This design comes from an exercise in tuning for small area, a short achievable clock period and few clock cycles on the open sky130 flow, not from production work. In this exercise RTL edits were held to simulation tests only and were not proved equivalent to the original. Power and IR drop assume default switching activity.

`flow/run.sh`:
```
#!/bin/bash
# synth_recipe.tcl (not shown) runs the flow's synth.tcl, then flattens the netlist and writes it again
# the make line also repeats each setting of config.mk as NAME=value (left out here)
make -C /OpenROAD-flow-scripts/flow DESIGN_CONFIG=/design/flow/config.mk WORK_HOME=/design/flow/orfs CLKGATE_MAP_FILE= SYNTH_SCRIPT=/design/flow/synth_recipe.tcl finish
```
`flow/config.mk`:
```
export PLATFORM = sky130hd
export DESIGN_NAME = top_k_candidate_list_unit
export DESIGN_NICKNAME = top_k_candidate_list_unit
export VERILOG_FILES = /design/flow/design.v
export SDC_FILE = /design/flow/constraint.sdc
export NUM_CORES = 4
export LEC_CHECK = 0
export CAP_MARGIN = 20
export CORE_MARGIN = 2
export CORE_UTILIZATION = 40
export SLEW_MARGIN = 20
```
`flow/constraint.sdc`:
```
create_clock -name core_clock -period 7.0 [get_ports {aclk}]
set_input_delay 1.4000 -clock core_clock [delete_from_list [all_inputs] [get_ports {aclk}]]
set_output_delay 1.4000 -clock core_clock [all_outputs]
set_load 0.01 [all_outputs]
```
`flow/design.v`:
```
package tkcl_pkg;
    localparam int LIST_DEPTH = 8;
    localparam int IDX_W      = (LIST_DEPTH > 1) ? $clog2(LIST_DEPTH) : 1;
    localparam int CNT_W      = $clog2(LIST_DEPTH + 1);
    localparam int ID_W       = 16;
    localparam int SCORE_W    = 16;
    localparam int STATUS_W   = 3;
    localparam int RANK_W     = 3;
    localparam int COUNT_W    = 4;
    localparam int S_TDATA_W  = 32;
    localparam int S_TUSER_W  = 2;
    localparam int M_PAYLOAD_W = RANK_W + ID_W + SCORE_W + COUNT_W;
    localparam int M_TDATA_W  = 40;
    localparam int M_PAD_W    = M_TDATA_W - M_PAYLOAD_W;
    localparam int M_TUSER_W  = STATUS_W;
    localparam logic ACT_CLEAR = 1'b0;
    localparam logic ACT_OFFER = 1'b1;
    typedef enum logic [STATUS_W-1:0] {
        STAT_CLEARED    = 3'd0,
        STAT_INSERTED   = 3'd1,
        STAT_NO_CHANCE  = 3'd2,
        STAT_DUPLICATE  = 3'd3,
        STAT_FULL_WORSE = 3'd4
    } status_t;
    typedef enum logic [1:0] {
        S_IDLE,
        S_DECIDE,
        S_LIST
    } ctrl_state_t;
    typedef struct packed {
        logic req_load;
        logic cnt_clear;
        logic insert;
        logic out_load_status;
        logic out_load_entry;
        logic idx_clr;
        logic idx_inc;
    } dp_cmd_t;
    typedef struct packed {
        status_t verdict;
        logic    idx_last;
    } dp_stat_t;
endpackage
import tkcl_pkg::*;
module tkcl_ctrl
(
    input  logic     aclk,
    input  logic     aresetn,
    input  logic     s_tvalid,
    output logic     s_tready,
    output logic     m_tvalid,
    input  logic     m_tready,
    output tkcl_pkg::dp_cmd_t  cmd,
    input  tkcl_pkg::dp_stat_t stat
);
    tkcl_pkg::ctrl_state_t state_reg;
    tkcl_pkg::ctrl_state_t state_next;
    logic        m_tvalid_reg;
    logic        m_tvalid_next;
    logic        out_free;
    assign out_free = !m_tvalid_reg || m_tready;
    always_ff @(posedge aclk) begin
        if (!aresetn) begin
            state_reg    <= S_IDLE;
            m_tvalid_reg <= 1'b0;
        end else begin
            state_reg    <= state_next;
            m_tvalid_reg <= m_tvalid_next;
        end
    end
    always_comb begin
        state_next = state_reg;
        cmd        = '0;
        s_tready   = 1'b0;
        unique case (state_reg)
            S_IDLE: begin
                s_tready = 1'b1;
                if (s_tvalid) begin
                    cmd.req_load = 1'b1;
                    state_next   = S_DECIDE;
                end
            end
            S_DECIDE: begin
                if (stat.verdict == STAT_INSERTED) begin
                    cmd.insert  = 1'b1;
                    cmd.idx_clr = 1'b1;
                    state_next  = S_LIST;
                end else if (out_free) begin
                    cmd.out_load_status = 1'b1;
                    cmd.cnt_clear       = (stat.verdict == STAT_CLEARED);
                    state_next          = S_IDLE;
                end
            end
            S_LIST: begin
                if (out_free) begin
                    cmd.out_load_entry = 1'b1;
                    cmd.idx_inc        = 1'b1;
                    if (stat.idx_last) begin
                        state_next = S_IDLE;
                    end
                end
            end
            default: begin
                state_next = S_IDLE;
            end
        endcase
    end
    always_comb begin
        if (cmd.out_load_status || cmd.out_load_entry) begin
            m_tvalid_next = 1'b1;
        end else if (m_tready) begin
            m_tvalid_next = 1'b0;
        end else begin
            m_tvalid_next = m_tvalid_reg;
        end
    end
    assign m_tvalid = m_tvalid_reg;
endmodule
import tkcl_pkg::*;
module tkcl_datapath
(
    input  logic                 aclk,
    input  logic                 aresetn,
    input  tkcl_pkg::dp_cmd_t              cmd,
    output tkcl_pkg::dp_stat_t             stat,
    input  logic [S_TDATA_W-1:0] s_tdata,    
    input  logic [S_TUSER_W-1:0] s_tuser,    
    output logic [M_TDATA_W-1:0] m_tdata,    
    output logic [M_TUSER_W-1:0] m_tuser,    
    output logic                 m_tlast
);
    logic               req_action_reg;
    logic               req_no_chance_reg;
    logic [ID_W-1:0]    req_id_reg;
    logic [SCORE_W-1:0] req_score_reg;
    logic [ID_W-1:0]    held_id_reg    [LIST_DEPTH];
    logic [SCORE_W-1:0] held_score_reg [LIST_DEPTH];
    logic [CNT_W-1:0]   held_count_reg;
    logic [CNT_W-1:0]   held_count_next;
    logic [IDX_W-1:0]   idx_reg;
    logic [IDX_W-1:0]   idx_next;
    tkcl_pkg::status_t            out_status_reg;
    logic [RANK_W-1:0]  out_rank_reg;
    logic [ID_W-1:0]    out_id_reg;
    logic [SCORE_W-1:0] out_score_reg;
    logic [COUNT_W-1:0] out_count_reg;
    logic               out_last_reg;
    logic [LIST_DEPTH-1:0] id_match;
    logic [LIST_DEPTH-1:0] score_le;
    logic [CNT_W-1:0]      ins_pos;
    logic                  pos_full;
    tkcl_pkg::status_t               verdict;
    always_ff @(posedge aclk) begin
        if (cmd.req_load) begin
            req_id_reg        <= s_tdata[ID_W-1:0];
            req_score_reg     <= s_tdata[ID_W +: SCORE_W];
            req_action_reg    <= s_tuser[0];
            req_no_chance_reg <= s_tuser[1];
        end
    end
    always_comb begin
        for (int k = 0; k < LIST_DEPTH; k++) begin
            id_match[k] = (CNT_W'(k) < held_count_reg) && (held_id_reg[k] == req_id_reg);
            score_le[k] = (CNT_W'(k) < held_count_reg) &&
                          (held_score_reg[k] <= req_score_reg);
        end
    end
    assign ins_pos  = CNT_W'($countones(score_le));
    assign pos_full = (ins_pos == CNT_W'(LIST_DEPTH));
    always_comb begin
        priority if (req_action_reg == ACT_CLEAR) begin
            verdict = STAT_CLEARED;
        end else if (req_no_chance_reg) begin
            verdict = STAT_NO_CHANCE;
        end else if (|id_match) begin
            verdict = STAT_DUPLICATE;
        end else if (pos_full) begin
            verdict = STAT_FULL_WORSE;
        end else begin
            verdict = STAT_INSERTED;
        end
    end
    assign stat.verdict  = verdict;
    assign stat.idx_last = ((CNT_W'(idx_reg) + CNT_W'(1)) == held_count_reg);
    for (genvar k = 0; k < LIST_DEPTH; k++) begin : g_cell
        logic [ID_W-1:0]    cell_id;
        logic [SCORE_W-1:0] cell_score;
        if (k == 0) begin : g_head
            assign cell_id    = req_id_reg;
            assign cell_score = req_score_reg;
        end else begin : g_body
            assign cell_id    = (CNT_W'(k) > ins_pos) ? held_id_reg[k-1] : req_id_reg;
            assign cell_score = (CNT_W'(k) > ins_pos) ? held_score_reg[k-1] : req_score_reg;
        end
        always_ff @(posedge aclk) begin
            if (cmd.insert && (CNT_W'(k) >= ins_pos)) begin
                held_id_reg[k]    <= cell_id;
                held_score_reg[k] <= cell_score;
            end
        end
    end
    always_comb begin
        held_count_next = held_count_reg;
        if (cmd.cnt_clear) begin
            held_count_next = '0;
        end else if (cmd.insert && (held_count_reg < CNT_W'(LIST_DEPTH))) begin
            held_count_next = held_count_reg + CNT_W'(1);
        end
    end
    always_comb begin
        idx_next = idx_reg;
        if (cmd.idx_clr) begin
            idx_next = '0;
        end else if (cmd.idx_inc && !stat.idx_last) begin
            idx_next = idx_reg + IDX_W'(1);
        end
    end
    always_ff @(posedge aclk) begin
        if (!aresetn) begin
            held_count_reg <= '0;
            idx_reg        <= '0;
        end else begin
            held_count_reg <= held_count_next;
            idx_reg        <= idx_next;
        end
    end
    always_ff @(posedge aclk) begin
        if (cmd.out_load_status) begin
            out_status_reg <= verdict;
            out_rank_reg   <= '0;
            out_id_reg     <= '0;
            out_score_reg  <= '0;
            out_count_reg  <= (verdict == STAT_CLEARED) ? '0 : COUNT_W'(held_count_reg);
            out_last_reg   <= 1'b1;
        end else if (cmd.out_load_entry) begin
            out_status_reg <= STAT_INSERTED;
            out_rank_reg   <= RANK_W'(idx_reg);
            out_id_reg     <= held_id_reg[idx_reg];
            out_score_reg  <= held_score_reg[idx_reg];
            out_count_reg  <= COUNT_W'(held_count_reg);
            out_last_reg   <= stat.idx_last;
        end
    end
    assign m_tdata = {{M_PAD_W{1'b0}}, out_count_reg, out_score_reg, out_id_reg, out_rank_reg};
    assign m_tuser = out_status_reg;
    assign m_tlast = out_last_reg;
endmodule
import tkcl_pkg::*;
module top_k_candidate_list_unit
(
    input  logic                 aclk,
    input  logic                 aresetn,
    input  logic                 s_tvalid,
    output logic                 s_tready,
    input  logic [S_TDATA_W-1:0] s_tdata,    
    input  logic [S_TUSER_W-1:0] s_tuser,    
    output logic                 m_tvalid,
    input  logic                 m_tready,
    output logic [M_TDATA_W-1:0] m_tdata,    
    output logic [M_TUSER_W-1:0] m_tuser,    
    output logic                 m_tlast
);
    tkcl_pkg::dp_cmd_t  cmd;
    tkcl_pkg::dp_stat_t stat;
    tkcl_ctrl u_ctrl (
        .aclk     (aclk),
        .aresetn  (aresetn),
        .s_tvalid (s_tvalid),
        .s_tready (s_tready),
        .m_tvalid (m_tvalid),
        .m_tready (m_tready),
        .cmd      (cmd),
        .stat     (stat)
    );
    tkcl_datapath u_datapath (
        .aclk    (aclk),
        .aresetn (aresetn),
        .cmd     (cmd),
        .stat    (stat),
        .s_tdata (s_tdata),
        .s_tuser (s_tuser),
        .m_tdata (m_tdata),
        .m_tuser (m_tuser),
        .m_tlast (m_tlast)
    );
endmodule
```
==> impl_metrics.env <==
export IMPL_clk_latency_ns=0.58
export IMPL_vias=14600
export IMPL_fin_crit_sh_pct=94.4
export IMPL_r2r_end="u_datapath.held_score_reg[3][4]"
export IMPL_power_internal_w=0.00380
export IMPL_viasPerCell=6.00
export IMPL_utilization_pct=46.7
export IMPL_r2r_setup_slack_ns=0.39
export IMPL_syn_avg_cell_area_um2=12.0
export IMPL_yosysTopAreaCellShare_pct=45.0
export IMPL_grt_pass1_vias=14200
export IMPL_ys_ff_latch=343
export IMPL_fmax_mhz=151
export IMPL_synth_nets=1831
export IMPL_setup_viol=0
export IMPL_p_seq_share_pct=47.1
export IMPL_min_path_cells=2
export IMPL_grt_start_max_net_pins=49
export IMPL_drive_gt1_share_pct=21.1
export IMPL_fp_row_count=81
export IMPL_post_drt_wl_per_cell_um=27.8
export IMPL_clockRootBuffer="clkbuf_16"
export IMPL_die_w_um=227
export IMPL_min_period_ns=6.61
export IMPL_cts_hold_buf=0
export IMPL_postRouteWirelength_mm=67.7
export IMPL_ys_seq_area_share_pct=49.6
export IMPL_r2r_start="u_datapath.req_score_reg[1]"
export IMPL_arrival_ns=6.88
export IMPL_p_switching_w=0.00128
export IMPL_preCtsSetupSlack_ns=0.386
export IMPL_combPwrFrac_pct=11.2
export IMPL_max_cap_viol_count=0
export IMPL_syn2layout_area_growth_pct=15.4
export IMPL_gp_congestion=0.954
export IMPL_clk_pin_slew_ns=0.06
export IMPL_synth_area_leader_cell="edfxtp_1"
export IMPL_hold_viol=0
export IMPL_dp_hpwl_mm=45.8
export IMPL_slew_violations=0
export IMPL_criticalPathCategory="flop to flop"
export IMPL_diodes=0
export IMPL_die_area_um2=51400
export IMPL_port_buffers=82
export IMPL_power_total_w=0.00509
export IMPL_ys_types=62
export IMPL_cts_setup_buffers=0
export IMPL_die_h_um=227
export IMPL_cts_sinks=343
export IMPL_cts_max_path_buffers=3
export IMPL_dr_pass1_iters=6
export IMPL_relSlewSlack_pct=26.1
export IMPL_min_delay_start="u_datapath.out_rank_reg[1]"
export IMPL_async_reset_ff_share_pct=0
export IMPL_rsz0062_at_grt="no"
export IMPL_ant_nets=0
export IMPL_cp_end_kind="flop"
export IMPL_synthTopCellsByArea="edfxtp_1, mux2_2, ha_1, dfxtp_1, nand2_1"
export IMPL_synth_main_ff_cell="edfxtp_1"
export IMPL_netlist_area_um2=19800
export IMPL_fill_cells=4480
export IMPL_pin_count=84
export IMPL_p_leak_nw=8.35
export IMPL_worst_slack_ns=0.390
export IMPL_worst_r2r_cell_count=22
export IMPL_synth_edf_count=297
export IMPL_grt_pass1_wl_mm=97.7
export IMPL_initialDrtViolationCount=1649
export IMPL_swShare_pct=25.2
export IMPL_power_density_nw_per_um2=222
export IMPL_track_usage_pct=26.5
export IMPL_vdd_drop_max_uv=147
export IMPL_layout_nets=1921
export IMPL_clkPwrFrac_pct=41.7
export IMPL_drc=0
export IMPL_tns_ns=0
export IMPL_skew_ns=0.0257
export IMPL_worst_slew_pin_slew_ns=1.11
export IMPL_run_status="timing/DRC/antenna clean"
export IMPL_min_to="u_datapath.out_rank_reg[1]"
export IMPL_overflow=0
export IMPL_yosys_warnings=4
export IMPL_hold_class="flop to flop"
export IMPL_cp_start_kind="flop"
export IMPL_cts_resized=0
export IMPL_initial_core_util_pct=40.5
export IMPL_antenna_found_initial=1
export IMPL_htreeDepth=2
export IMPL_numCtsBuffers=41
export IMPL_path_max_fanout=25
export IMPL_core_area_um2=49000
export IMPL_cts_tree="yes"
export IMPL_crit_required_ns=7.27
export IMPL_synthCells=1650
## worst max path at each step
stage / start / end / slack (ns) / depth (start not counted)
2_1_floorplan: u_datapath.req_score_reg[1] / u_datapath.held_id_reg[2][0] / 0.40 / 20
3_3_place_gp: u_datapath.req_score_reg[1] / u_datapath.held_score_reg[3][3] / 0.48 / 22
3_5_place_dp: u_datapath.req_score_reg[1] / u_datapath.held_score_reg[3][3] / 0.39 / 22
4_1_cts: u_datapath.req_score_reg[1] / u_datapath.held_score_reg[3][3] / 0.39 / 22
5_1_grt: u_datapath.req_score_reg[1] / u_datapath.held_id_reg[1][10] / 0.04 / 22
6_report: u_datapath.req_score_reg[1] / u_datapath.held_score_reg[3][4] / 0.39 / 22
## worst max-delay path, stage by stage (launching register included)
cell	delay (ns)
edfxtp_1	0.38
inv_1	0.24
ha_1	0.30
nor2b_1	0.13
o21a_1	0.16
o21a_1	0.16
o21ai_0	0.14
nand2b_1	0.08
a21oi_1	0.23
o211a_1	0.18
o21ai_0	0.12
fa_1	0.55
fa_1	0.52
fa_1	0.47
fa_1	0.47
and2_1	0.23
nand2_1	0.12
nor2_1	0.06
nor3_1	0.18
nand3_1	0.20
buf_12	0.23
nor2_4	0.82
buf_4	0.33
## through the flow
stage	hold slack, ns	area [µm²]	std cells
2_1_floorplan	0.421	19800	1650
3_3_place_gp	0.464	21500	2360
3_5_place_dp	0.458	21600	2361
4_1_cts	0.467	22900	2435
5_1_grt	0.487	22900	2435
6_report	0.465	22900	2435
## layer usage
metal	global-route usage [%]	vias up	share of wire, %
met2	40.5	743	44
met3	5.17	138	8.7
met1	37.3	7285	44
met4	9.55	0	3.4
li1	-	6438	-
met5	0	-	0
## power by group through the flow
stage	logic, W	registers, W	clock network [W]
2_1_floorplan	0.000325	0.00241	0
3_3_place_gp	0.000558	0.00244	0
3_5_place_dp	0.000562	0.00244	0
4_1_cts	0.000567	0.00239	0.00215
5_1_grt	0.000616	0.00241	0.00222
6_report	0.000568	0.00240	0.00212
## cells in the mapped netlist (all sizes together) (39+ instances only)
master	n
dfxtp	46
clkbuf	57
buf	46
nand4	44
a222oi	39
ha	139
nor2	68
edfxtp	297
xor2	65
a21oi	52
xnor2	67
mux2	203
nand2	167
o21ai	73
## cells in the final DEF (no fill, tap or decap), drive strengths merged, types with 12 or more instances in the layout
cell	count
inv	40
nand2b	12
nand4	44
ha	139
edfxtp	297
clkdlybuf4s50	82
nor4	23
xnor2	67
mux2	203
nor2b	20
o21a	17
nor2	68
a222oi	39
a21o	24
nor3	14
nand3	23
a21oi	52
buf	68
dfxtp	46
nand2	167
a221oi	23
clkbuf	52
a211oi	22
xor2	65
clkinv	13
o21ai	73
## final cells by class
cell class / count / area [µm²] / area share (%)
Tap cell: 664 / 831 / 3.63
Sequential cell: 343 / 9840 / 43.0
Inverter: 38 / 143 / 0.623
Multi-Input combinational cell: 1166 / 9360 / 40.9
Clock inverter: 22 / 195 / 0.853
Clock buffer: 52 / 1120 / 4.88
Timing Repair Buffer: 150 / 1390 / 6.09
## logic make-up (layout without fill, tap and decap cells)
group / count (synthesis) / in the layout / synth area share, %
simple gates: 387 / 387 / 9.13
xor+xnor: 132 / 132 / 5.83
mux: 206 / 206 / 11.7
buf+inv: 141 / 262 / 3.73
fa+ha+maj: 143 / 143 / 9.18
other cells: 1 / 1 / 0.0189
flops: 343 / 343 / 49.6
compound gates: 297 / 297 / 10.8
Testbench counts, summed over its fixed seeds: cycles 19,657.

-- afterwards: timing with drivers on the ports --
The flow's constraints put no driver on any port. The routed layout listed below was extracted and timed again, unchanged, in two steps. Step 1 assumes that a clkbuf_16 drives the clock port and a buf_2 every other input. Step 2 times the ports against the registers' clock, not the clock port: input delays grow and output delays shrink by t, the midpoint of the rising clock arrivals with the driver on. a / b / c = no drivers / after step 1 / after step 2; a / b = the first two.
shift t [ns]: 0.625
slack for setup (ns): 0.390 / 0.390 / 0.390
worst hold slack (ns): 0.465 / 0.465 / 0.465
worst slew at a driven data input, ns: 0.04
cell pins on the clock port's net: 1
After both steps this run still meets setup and hold. The setup slack of this run moves by 0.000 ns with the drivers and by 0.000 ns with both steps.
